This design comes from an exercise in tuning for small area and a short achievable clock period on the open sky130 flow, not from production work. The RTL was checked by simulation tests, not by an equivalence proof against the original design. No activity file was given, so power comes from the tool's default toggle rates.

## beta
==> flow/design.v <==
module gshare_ras_ongorucu #(
  parameter int ADR_BIT      = 32,
  parameter int BTB_DERINLIK = 32,
  parameter int GHR_BIT      = 8,
  parameter int RAS_DERINLIK = 4,
  localparam int IDX = $clog2(BTB_DERINLIK),
  localparam int RP  = $clog2(RAS_DERINLIK)
) (
  input  logic               clk_g,
  input  logic               rst_g,
  input  logic               i_gecerli,
  input  logic [ADR_BIT-1:0] i_buyruk_adresi,
  input  logic               i_is_branch,
  input  logic               i_is_jal,
  input  logic               i_is_jalr,
  input  logic               i_is_call,
  input  logic               i_is_ret,
  input  logic               i_is_comp,
  input  logic [ADR_BIT-1:0] i_jal_hedef,
  output logic               o_gecerli,
  output logic               o_buyruk_ongoru,
  output logic [ADR_BIT-1:0] o_atlanan_adres,
  output logic [GHR_BIT-1:0] o_ghr_ckpt,
  output logic [RP:0]        o_ras_ckpt,
  input  logic               i_guncelle_gecerli,
  input  logic [ADR_BIT-1:0] i_g_adres,
  input  logic               i_g_branch,
  input  logic               i_g_jalr,
  input  logic               i_g_atladi,
  input  logic [ADR_BIT-1:0] i_g_hedef,
  input  logic               i_g_yanlis,
  input  logic [GHR_BIT-1:0] i_g_ghr_ckpt,
  input  logic [RP:0]        i_g_ras_ckpt
);
  localparam logic [RP:0]   RAS_FULL = RAS_DERINLIK[RP:0];
  localparam logic [RP-1:0] PTR_ONE  = RP'(1);
  localparam logic [RP:0]   CNT_ONE  = (RP+1)'(1);
  logic [BTB_DERINLIK-1:0] ctr_hi, ctr_lo_n, btb_valid;
  logic [ADR_BIT-1:0] btb_target [BTB_DERINLIK];
  logic [GHR_BIT-1:0] ghr;
  logic [ADR_BIT-1:0] ras        [RAS_DERINLIK];
  logic [RAS_DERINLIK-1:0] ras_wr;
  logic [RP-1:0]      ras_ptr;
  logic [RP:0]        ras_cnt;
  logic [IDX-1:0]     p_idx, u_idx;
  logic [ADR_BIT-1:0] fall_thru, p_target, ras_top, other_tgt, btb_tgt;
  logic               p_taken, fire, repair, pop_ok, ras_hit, jalr_btb, btb_hit;
  logic [RP-1:0]      ptr_pop, ptr_nxt;
  logic [RP:0]        cnt_pop, cnt_nxt;
  logic [BTB_DERINLIK-1:0] p_dec, u_dec, p_sel;
  logic               unused_ok;
  assign repair    = i_guncelle_gecerli & i_g_yanlis;
  assign fire      = i_gecerli & ~repair;
  assign p_idx     = i_buyruk_adresi[IDX+1:2] ^ ghr[IDX-1:0];
  assign u_idx     = i_g_adres[IDX+1:2] ^ i_g_ghr_ckpt[IDX-1:0];
  assign fall_thru = i_buyruk_adresi + {{(ADR_BIT-3){1'b0}}, ~i_is_comp, i_is_comp, 1'b0};
  assign unused_ok = ^{i_g_adres[ADR_BIT-1:IDX+2], i_g_adres[1:0]};
  assign ras_top   = ras_wr[ras_ptr] ? ras[ras_ptr] : '0;
  assign ras_hit  = i_is_ret && ras_cnt != '0;
  assign jalr_btb = ~i_is_jal & i_is_jalr & ~ras_hit;
  always_comb begin
    for (int i = 0; i < BTB_DERINLIK; i++) begin
      p_dec[i] = (p_idx == IDX'(i));
      u_dec[i] = (u_idx == IDX'(i));
      p_sel[i] = p_dec[i] & btb_valid[i] & (i_is_branch ? ctr_hi[i] : jalr_btb);
    end
    btb_tgt = '0;
    for (int i = 0; i < BTB_DERINLIK; i++) btb_tgt = btb_tgt | ({ADR_BIT{p_sel[i]}} & btb_target[i]);
  end
  assign btb_hit = |p_sel;
  always_comb begin
    other_tgt = fall_thru;
    if (!i_is_branch) begin
      if (i_is_jal)                  other_tgt = i_jal_hedef;
      else if (i_is_jalr && ras_hit) other_tgt = ras_top;
    end
  end
  assign p_taken  = btb_hit | (~i_is_branch & (i_is_jal | (i_is_jalr & ras_hit)));
  assign p_target = btb_tgt | ({ADR_BIT{~btb_hit}} & other_tgt);
  always_comb begin
    pop_ok  = ras_hit;
    ptr_pop = pop_ok ? ras_ptr - PTR_ONE : ras_ptr;
    cnt_pop = pop_ok ? ras_cnt - CNT_ONE : ras_cnt;
    ptr_nxt = ptr_pop;
    cnt_nxt = cnt_pop;
    if (i_is_call) begin
      ptr_nxt = ptr_pop + PTR_ONE;
      if (cnt_pop != RAS_FULL) cnt_nxt = cnt_pop + CNT_ONE;
    end
  end
  always_ff @(posedge clk_g or negedge rst_g) begin
    if (!rst_g) begin
      ctr_hi    <= '0;
      ctr_lo_n  <= '0;
      btb_valid <= '0;
      ras_wr    <= '0;
      ghr       <= '0;
      ras_ptr   <= '0;
      ras_cnt   <= '0;
      o_gecerli <= 1'b0;
    end else begin
      for (int i = 0; i < BTB_DERINLIK; i++) begin
        if (i_guncelle_gecerli && i_g_branch && u_dec[i]) begin
          if (i_g_atladi) begin
            ctr_hi[i]   <= ctr_hi[i] | ~ctr_lo_n[i];
            ctr_lo_n[i] <= ~ctr_hi[i] & ~ctr_lo_n[i];
          end else begin
            ctr_hi[i]   <= ctr_hi[i] & ~ctr_lo_n[i];
            ctr_lo_n[i] <= ~ctr_hi[i] | ~ctr_lo_n[i];
          end
        end
        if (i_guncelle_gecerli && (i_g_atladi || i_g_jalr) && u_dec[i]) btb_valid[i] <= 1'b1;
      end
      if (repair) begin
        ghr     <= i_g_branch ? {i_g_ghr_ckpt[GHR_BIT-2:0], i_g_atladi} : i_g_ghr_ckpt;
        ras_ptr <= i_g_ras_ckpt[RP:1];
        ras_cnt <= i_g_ras_ckpt[0] ? RAS_FULL : '0;
      end else if (fire) begin
        if (i_is_branch) ghr <= {ghr[GHR_BIT-2:0], p_taken};
        if (i_is_call) ras_wr[ptr_nxt] <= 1'b1;
        ras_ptr <= ptr_nxt;
        ras_cnt <= cnt_nxt;
      end
      o_gecerli <= fire;
    end
  end
  always_ff @(posedge clk_g) begin
    for (int i = 0; i < BTB_DERINLIK; i++)
      if (i_guncelle_gecerli && (i_g_atladi || i_g_jalr) && u_dec[i]) btb_target[i] <= i_g_hedef;
    if (fire && i_is_call) ras[ptr_nxt] <= fall_thru;
  end
  always_ff @(posedge clk_g) begin
    o_buyruk_ongoru <= p_taken;
    o_atlanan_adres <= p_target;
    o_ghr_ckpt      <= ghr;
    o_ras_ckpt      <= {ras_ptr, ras_cnt != '0};
  end
endmodule
clock: 5.5 ns
lec_check: 0
abc_area: 1
cap_margin: 20
core_margin: 2
core_utilization: 40
cts_cluster_diameter: 90
cts_cluster_size: 26
setup_slack_margin: 3.0
slew_margin: 20
run.sh (not shown) runs the stock make flow with config.mk's settings and CLKGATE_MAP_FILE= SYNTH_SCRIPT=/design/flow/synth_recipe.tcl, a recipe that flattens the netlist after the stock synthesis.
beta ended with every stage complete and zero timing, DRC or antenna violations.
Edits applied to the flow inputs when going from beta to epsilon:
--- a/flow/design.v
+++ b/flow/design.v
@@ -44,5 +44,6 @@
   logic [RP:0]        ras_cnt;
   logic [IDX-1:0]     p_idx, u_idx;
-  logic [ADR_BIT-1:0] fall_thru, p_target, ras_top, other_tgt, btb_tgt;
+  logic [ADR_BIT-1:0] fall_thru, ras_top, other_tgt, btb_tgt;
+  logic [ADR_BIT-1:0] r_btb_tgt, r_other_tgt;
   logic               p_taken, fire, repair, pop_ok, ras_hit, jalr_btb, btb_hit;
   logic [RP-1:0]      ptr_pop, ptr_nxt;
@@ -77,5 +78,5 @@
   end
   assign p_taken  = btb_hit | (~i_is_branch & (i_is_jal | (i_is_jalr & ras_hit)));
-  assign p_target = btb_tgt | ({ADR_BIT{~btb_hit}} & other_tgt);
+  assign o_atlanan_adres = r_btb_tgt | r_other_tgt;
   always_comb begin
     pop_ok  = ras_hit;
@@ -132,5 +133,6 @@
   always_ff @(posedge clk_g) begin
     o_buyruk_ongoru <= p_taken;
-    o_atlanan_adres <= p_target;
+    r_btb_tgt       <= btb_tgt;
+    r_other_tgt     <= {ADR_BIT{~btb_hit}} & other_tgt;
     o_ghr_ckpt      <= ghr;
     o_ras_ckpt      <= {ras_ptr, ras_cnt != '0};
--- outcome ---
Between beta and epsilon, the difference in via count is negligible.
epsilon vs. beta: setup slack rose 0.052 ns, number of antenna diodes rose 2.
Compared with beta, in epsilon total power +1.8%, wire length of the first global-routing pass -about 4.3%.

[static timing again, ports no longer ideal]
How much do the figures lean on ideal ports? The routed layouts below were timed once more, with nothing changed but the port constraints. Step 1: set_driving_cell puts a clkbuf_16 on clk_g and a buf_2 on each other input, an assumption about the parent block. Step 2 times the ports against the registers' clock, not the clock port: input delays grow and output delays shrink by t, the midpoint of the rising clock arrivals with the driver on. Slacks: ideal ports / drivers / drivers and shift; pairs: ideal ports / drivers.
run	t (ns)	setup slack, ns	slew at the worst register clock pin (ns)	worst data-port slew with drivers (ns)	cell pins on the clock port's net
beta	0.796	2.811 / 2.815 / 2.039	0.11 / 0.11	0.17	1
epsilon	0.797	2.863 / 2.783 / 2.140	0.11 / 0.11	0.19	1
After both steps setup and hold are still met in every run listed. The setup slack of beta, which loses most, moves by +0.004 ns with the drivers and by -0.772 ns with both steps.
